This is an optimization exercise on Yosys and OpenROAD, whose aim is small area and a short achievable clock period, not a production implementation.
The RTL was checked by simulation tests, not by an equivalence proof against the original design.
Power is estimated from default activity; no workload was simulated.

== run a ==
==> flow/design.v (excerpt) <==
module apb_slave_regbank #(
  parameter int                          NUM_SLAVES  = 3,
  parameter int                          ADDR_WIDTH  = 32,
  parameter int                          DATA_WIDTH  = 32,
  parameter int                          DEPTH       = 16,
  parameter int                          WAIT_CYCLES = 0,
  parameter logic [DATA_WIDTH-1:0]       RESET_VALUE = '0
) (
  input  logic                    pclk,
  input  logic                    presetn,
  input  logic [NUM_SLAVES-1:0]   psel,
  input  logic                    penable,
  input  logic                    pwrite,
  input  logic [ADDR_WIDTH-1:0]   paddr,
  input  logic [DATA_WIDTH-1:0]   pwdata,
  input  logic [DATA_WIDTH/8-1:0] pstrb,
  output logic [DATA_WIDTH-1:0]   prdata,
  output logic                    pready,
  output logic                    pslverr
);
  localparam int NB  = DATA_WIDTH / 8;
  localparam int LSB = $clog2(NB);
  localparam int IW  = $clog2(DEPTH);
  localparam int NW  = NUM_SLAVES * DEPTH;
  logic [DATA_WIDTH-1:0] mem [NW];
  logic [NW-1:0]         valid;                
  logic [NW-1:0]         wsel_n;               
  logic                  acc;                  
  logic                  err_q;
  logic [DATA_WIDTH-1:0] rd_q;
  logic [IW-1:0]         word;
  logic                  setup, onehot, err;
  logic [NW-1:0]         dec;
  logic [DATA_WIDTH-1:0] rd, wd;
  assign word   = paddr[LSB +: IW];
  assign setup  = (psel != '0) && !penable;
  assign onehot = (psel != '0) && ((psel & (psel - 1'b1)) == '0);
  assign err    = !onehot || (paddr[LSB-1:0] != '0) || ((paddr >> (LSB + IW)) != '0);
  always_comb
    for (int s = 0; s < NUM_SLAVES; s++)
      for (int w = 0; w < DEPTH; w++)
        dec[s*DEPTH+w] = psel[s] && (word == IW'(w));
  logic [NW-1:0]         rsel;
  logic [DATA_WIDTH-1:0] rdn [DEPTH];
  assign rsel = dec & valid;
  for (genvar w = 0; w < DEPTH; w++) begin : g_word
    for (genvar b = 0; b < DATA_WIDTH; b++) begin : g_bit
      apb_regbank_aoi3 u_aoi (
        .a0(mem[w][b]), .s0(rsel[w]),
        .a1(mem[DEPTH + w][b]), .s1(rsel[DEPTH + w]),
        .a2(mem[2*DEPTH + w][b]), .s2(rsel[2*DEPTH + w]),
        .y(rdn[w][b]));
    end
  end
  always_comb begin
    rd = '0;
    for (int w = 0; w < DEPTH; w++) rd |= ~rdn[w];
  ...
clock: 6.0 ns
lec_check: 0
cap_margin: 20
core_margin: 2
core_utilization: 40
cts_buf_list: sky130_fd_sc_hd__clkbuf_8
cts_cluster_diameter: 60
cts_cluster_size: 16
setup_slack_margin: 3.5
slew_margin: 20
synth_hierarchical: 1
run.sh (not shown) runs the stock make flow with config.mk's settings and CLKGATE_MAP_FILE= SYNTH_SCRIPT=/design/flow/synth_recipe.tcl, a recipe that flattens the netlist after the stock synthesis.
--- input diff run a..run b ---
==> flow/flow/run.sh (new file) <==
#!/bin/bash
set -euo pipefail
bash standard.sh MATCH_CELL_FOOTPRINT=0 finish > standard_flow.log 2>&1
==> flow/standard.sh (new file) <==
#!/bin/bash
# synth_recipe.tcl (not shown) runs the flow's synth.tcl, then flattens the netlist and writes it again
# the make line also repeats each setting of config.mk as NAME=value (left out here)
make -C /OpenROAD-flow-scripts/flow DESIGN_CONFIG=/design/flow/config.mk WORK_HOME=/design/flow/orfs CLKGATE_MAP_FILE= SYNTH_SCRIPT=/design/flow/synth_recipe.tcl "${@:-finish}"
removed: flow/run.sh
==> comparison <==
Of run a and run b, only run b fails to reach the end of the flow. Run b did not finish: a tool error stopped it during global routing. Between run a and run b, the flow reports routability congestion estimate from global placement increasing slightly. Run b -> run a: number of buffers inserted for hold repair after clock tree synthesis delta 0, exact match. The synthesized net count on run a is in line with that on run b. Run a -> run b: post-synthesis area per instance delta 0, exact match. | cell count after placement | run a vs run b | ≈ equal |. HPWL reported at the end of detailed placement in run b is 600 um below run a. Going from run a to run b, pre-CTS setup slack grows by 0.11 ns. Diff run b..run a | area after synthesis | unchanged. Quantity of gates resized following cts (lower): run b. Count of flip-flops with a built-in enable after synthesis: run a vs run b identical.


apb_slave_regbank, a different RTL version from the one above (not shown whole).
For scale: about 2900 cells after synthesis, ~1700 flip-flops, about 59000 sq um of cells after synthesis.
clock: 6.0 ns
lec_check: 0
cap_margin: 20
core_margin: 2
core_utilization: 35
cts_buf_list: sky130_fd_sc_hd__clkbuf_8
cts_cluster_diameter: 60
cts_cluster_size: 16
setup_slack_margin: 3.4
slew_margin: 20
synth_hierarchical: 1
Stock flow here: none of the scripts above is used.
Rerun with:
- CORE_UTILIZATION: 35 -> 30
- CTS_BUF_LIST: sky130_fd_sc_hd__clkbuf_8 -> sky130_fd_sc_hd__clkbuf_8 sky130_fd_sc_hd__clkbuf_16
Outcome: Combinational power barely changes. Wire length grows by 4.3%. Total power grows by 15%. Global-route usage shrinks by 1.7 points.
Rerun with:
- CTS_BUF_LIST: sky130_fd_sc_hd__clkbuf_8 sky130_fd_sc_hd__clkbuf_16 -> sky130_fd_sc_hd__clkbuf_8
- SETUP_SLACK_MARGIN: 3.4 -> 3.0
Worst setup slack gets worse by 0.45 ns.
Global-route usage shrinks by 0.23 points.
Core utilization drops by 1.2 points.
Power is lower by 11%.
Design area fell by 3.4%.
Flip-flop and latch count stays the same.
Wire length goes down by 2.1%.
Fmax shrinks by 14%.
Synthesized area is unchanged.
Critical path depth drops by 1.
Rerun with:
- SETUP_SLACK_MARGIN: 3.0 -> 3.4
After rerunning: Die area is unchanged. Register-to-register slack improved by 0.40 ns. Core utilization came out higher by 0.26 points. Maximum frequency came out higher by 15%.


## run A
The RTL this note starts from:
==> flow/design.v <==
module apb_slave_regbank #(
  parameter int                          NUM_SLAVES  = 3,
  parameter int                          ADDR_WIDTH  = 32,
  parameter int                          DATA_WIDTH  = 32,
  parameter int                          DEPTH       = 16,
  parameter int                          WAIT_CYCLES = 0,
  parameter logic [DATA_WIDTH-1:0]       RESET_VALUE = '0
) (
  input  logic                    pclk,
  input  logic                    presetn,
  input  logic [NUM_SLAVES-1:0]   psel,
  input  logic                    penable,
  input  logic                    pwrite,
  input  logic [ADDR_WIDTH-1:0]   paddr,
  input  logic [DATA_WIDTH-1:0]   pwdata,
  input  logic [DATA_WIDTH/8-1:0] pstrb,
  output logic [DATA_WIDTH-1:0]   prdata,
  output logic                    pready,
  output logic                    pslverr
);
  localparam int NB  = DATA_WIDTH / 8;
  localparam int LSB = $clog2(NB);
  localparam int IW  = $clog2(DEPTH);
  localparam int NW  = NUM_SLAVES * DEPTH;
  logic [DATA_WIDTH-1:0] mem [NW];
  logic [NW-1:0]         valid;
  logic                  acc;                  
  logic                  err_q, wok_q;
  logic [NUM_SLAVES-1:0] bank_q;
  logic [IW-1:0]         word_q;
  logic [DATA_WIDTH-1:0] rd_q;
  logic [IW-1:0]         word;
  logic                  onehot, err;
  logic [NW-1:0]         rsel, wsel;
  logic [DATA_WIDTH-1:0] rd, wd;
  assign word   = paddr[LSB +: IW];
  assign onehot = (psel != '0) && ((psel & (psel - 1'b1)) == '0);
  assign err    = !onehot || (paddr[LSB-1:0] != '0) || ((paddr >> (LSB + IW)) != '0);
  always_comb begin
    for (int s = 0; s < NUM_SLAVES; s++)
      for (int w = 0; w < DEPTH; w++)
        rsel[s*DEPTH+w] = psel[s] && (word == IW'(w)) && valid[s*DEPTH+w];
    rd = '0;
    for (int i = 0; i < NW; i++) rd |= mem[i] & {DATA_WIDTH{rsel[i]}};
    if (pwrite || err) rd = '0;
  end
  always_ff @(posedge pclk) begin
    rd_q   <= rd;
    err_q  <= err;
    wok_q  <= pwrite && !err;
    bank_q <= psel;
    word_q <= word;
  end
  always_ff @(posedge pclk or negedge presetn)
    if (!presetn) acc <= 1'b0;
    else          acc <= (psel != '0) && !penable;
  assign pready  = acc;
  assign pslverr = err_q;
  assign prdata  = rd_q;
  always_comb begin
    for (int s = 0; s < NUM_SLAVES; s++)
      for (int w = 0; w < DEPTH; w++)
        wsel[s*DEPTH+w] = acc && wok_q && bank_q[s] && (word_q == IW'(w));
    for (int b = 0; b < NB; b++) wd[8*b +: 8] = pstrb[b] ? pwdata[8*b +: 8] : 8'd0;
  end
  always_ff @(posedge pclk or negedge presetn)
    if (!presetn) valid <= '0;
    else          valid <= valid | wsel;
  always_ff @(posedge pclk)
    for (int i = 0; i < NW; i++)
      for (int b = 0; b < NB; b++)
        if (wsel[i] && (pstrb[b] || !valid[i])) mem[i][8*b +: 8] <= wd[8*b +: 8];
endmodule
Settings: LEC_CHECK=0, CAP_MARGIN=20, CORE_MARGIN=2, CORE_UTILIZATION=40, SETUP_SLACK_MARGIN=0.3, SLEW_MARGIN=20; clock period 6.0 ns.
## Diff of input files: run B against run A
- SETUP_SLACK_MARGIN: 0.3 -> 3.5
--- outcome ---
Compared with run A, run B shows a lower total clock buffers created by CTS. Comparing maximum frequency from static timing analysis for run B and run A, the smaller number came from run A. The lower global routing usage on met1 came out of run A. Routed wire length on met2 in run B is about 5.5% above run A. Between run B and run A, it is run B whose signed area change from the synthesized netlist to the final layout is higher, by 12 points. In the metrics for run B and run A, the one carrying the lower final weighted congestion in routability-driven placement is run B. Sort run B and run A by worst setup slack, ascending, and run A comes first.
## Diff of input files: run C against run B
- CORE_UTILIZATION: 40 -> 60
- ABC_CLOCK_PERIOD_IN_PS: unset -> 2500
Notes after the runs:
- Relative to run B, total iterations of the first detailed-routing run increased by 15 in run C.
- Run C: total power 2.5% above run B
- Run B → run C: sequential cell area share shows a reduction of 1.0 points, worst endpoint required time shows a reduction of 0.04 ns, initial cell density of the core shows an increase of 20 points, maximum frequency shows a reduction of 6.7%, switching power shows no meaningful change.
- Run B → run C: cell count has decreased, number of buffers other than clock buffers in the final layout went up.


RTL: one of the versions met above, not the one the previous note started from.
Size: about 2,900 cells after synthesis, roughly 1,700 flip-flops.
==> flow/design.v (excerpt) <==
module apb_slave_regbank #(
  parameter int                          NUM_SLAVES  = 3,
  parameter int                          ADDR_WIDTH  = 32,
  parameter int                          DATA_WIDTH  = 32,
  parameter int                          DEPTH       = 16,
  parameter int                          WAIT_CYCLES = 0,
  parameter logic [DATA_WIDTH-1:0]       RESET_VALUE = '0
) (
  input  logic                    pclk,
  input  logic                    presetn,
  input  logic [NUM_SLAVES-1:0]   psel,
  input  logic                    penable,
  input  logic                    pwrite,
  input  logic [ADDR_WIDTH-1:0]   paddr,
  input  logic [DATA_WIDTH-1:0]   pwdata,
  input  logic [DATA_WIDTH/8-1:0] pstrb,
  output logic [DATA_WIDTH-1:0]   prdata,
  output logic                    pready,
  output logic                    pslverr
);
Settings: LEC_CHECK=0, CAP_MARGIN=20, CORE_MARGIN=2, CORE_UTILIZATION=30, CTS_BUF_LIST=sky130_fd_sc_hd__clkbuf_8, CTS_CLUSTER_DIAMETER=60, CTS_CLUSTER_SIZE=16, SETUP_SLACK_MARGIN=4.3, SLEW_MARGIN=20, SYNTH_HIERARCHICAL=1; clock period 6.0 ns.
The starting point completed without violations.
Then changed:
==> flow/flow/run.sh (new file) <==
#!/bin/bash
set -euo pipefail
bash standard.sh MATCH_CELL_FOOTPRINT=0 finish > standard_flow.log 2>&1
==> flow/standard.sh (new file) <==
#!/bin/bash
# synth_recipe.tcl (not shown) runs the flow's synth.tcl, then flattens the netlist and writes it again
# the make line also repeats each setting of config.mk as NAME=value (left out here)
make -C /OpenROAD-flow-scripts/flow DESIGN_CONFIG=/design/flow/config.mk WORK_HOME=/design/flow/orfs CLKGATE_MAP_FILE= SYNTH_SCRIPT=/design/flow/synth_recipe.tcl "${@:-finish}"
--- a/flow/config.mk
+++ b/flow/config.mk
@@ -14 +14 @@
-export SETUP_SLACK_MARGIN = 4.3
+export SETUP_SLACK_MARGIN = 3.4
removed: flow/run.sh
Fmax grows slightly.
Critical path depth is unchanged.
Via count shrinks by a few percent.
Power shrinks slightly.
Then changed:
==> flow/run.sh (new file) <==
#!/bin/bash
# synth_recipe.tcl (not shown) runs the flow's synth.tcl, then flattens the netlist and writes it again
# the make line also repeats each setting of config.mk as NAME=value (left out here)
make -C /OpenROAD-flow-scripts/flow DESIGN_CONFIG=/design/flow/config.mk WORK_HOME=/design/flow/orfs CLKGATE_MAP_FILE= SYNTH_SCRIPT=/design/flow/synth_recipe.tcl finish
--- a/flow/config.mk
+++ b/flow/config.mk
@@ -14 +14 @@
-export SETUP_SLACK_MARGIN = 3.4
+export SETUP_SLACK_MARGIN = 3.8
removed: flow/flow/run.sh
removed: flow/standard.sh
What happened: Non-clock buffer count goes up by 111; via count goes up by 4.5%; power goes up by 3.1%; utilization goes up by 1.0 points; global-route usage goes up by 1.1 points.

## afterwards: timing with drivers on the ports
The flow's constraints put no driver on any port. The routed layouts listed below were extracted and timed again, unchanged, in two steps. Step 1, drivers: a clkbuf_16 drives pclk and a buf_2 each remaining input, both assumed. Step 2, shift: input delay + t, output delay - t, t = (earliest + latest rising clock arrival at the registers) / 2. This alone moves slack from input paths to output paths. a / b / c = ideal ports / drivers / drivers and shift; a / b = the first two.
run	t, ns	setup slack, ns	hold slack, ns	clock arrival spread, ns	pins driven straight from the clock port
run a of note 1	0.944	3.202 / 3.022 / 2.078	0.412 / 0.363 / 0.618	0.060 / 0.060	1
the first run of note 2	0.901	3.327 / 3.327 / 2.462	0.402 / 0.350 / 0.483	0.060 / 0.060	1
the second run of note 2	0.841	3.337 / 3.333 / 2.492	0.466 / 0.452 / 0.486	0.038 / 0.038	1
the third run of note 2	0.955	2.892 / 2.936 / 1.982	0.342 / 0.332 / 0.492	0.055 / 0.055	1
the fourth run of note 2	0.955	3.298 / 3.229 / 2.458	0.337 / 0.326 / 0.492	0.054 / 0.055	1
run A of note 3	0.874	1.793 / 1.852 / 0.978	0.608 / 0.564 / 0.608	0.026 / 0.026	1
run B of note 3	0.890	3.270 / 3.207 / 2.317	0.529 / 0.471 / 0.598	0.028 / 0.028	1
run C of note 3	0.869	3.074 / 3.074 / 2.279	0.547 / 0.486 / 0.611	0.040 / 0.040	1
the first run of note 4	0.955	3.324 / 3.249 / 2.496	0.399 / 0.395 / 0.543	0.063 / 0.063	1
the second run of note 4	0.940	3.338 / 3.265 / 2.447	0.371 / 0.357 / 0.494	0.052 / 0.052	1
the third run of note 4	0.979	3.286 / 3.127 / 2.147	0.361 / 0.306 / 0.475	0.071 / 0.071	1
After both steps setup and hold are still met in every run listed. For the third run of note 4, which loses most, drivers alone change the setup slack by -0.159 ns; drivers and shift together by -1.139 ns.
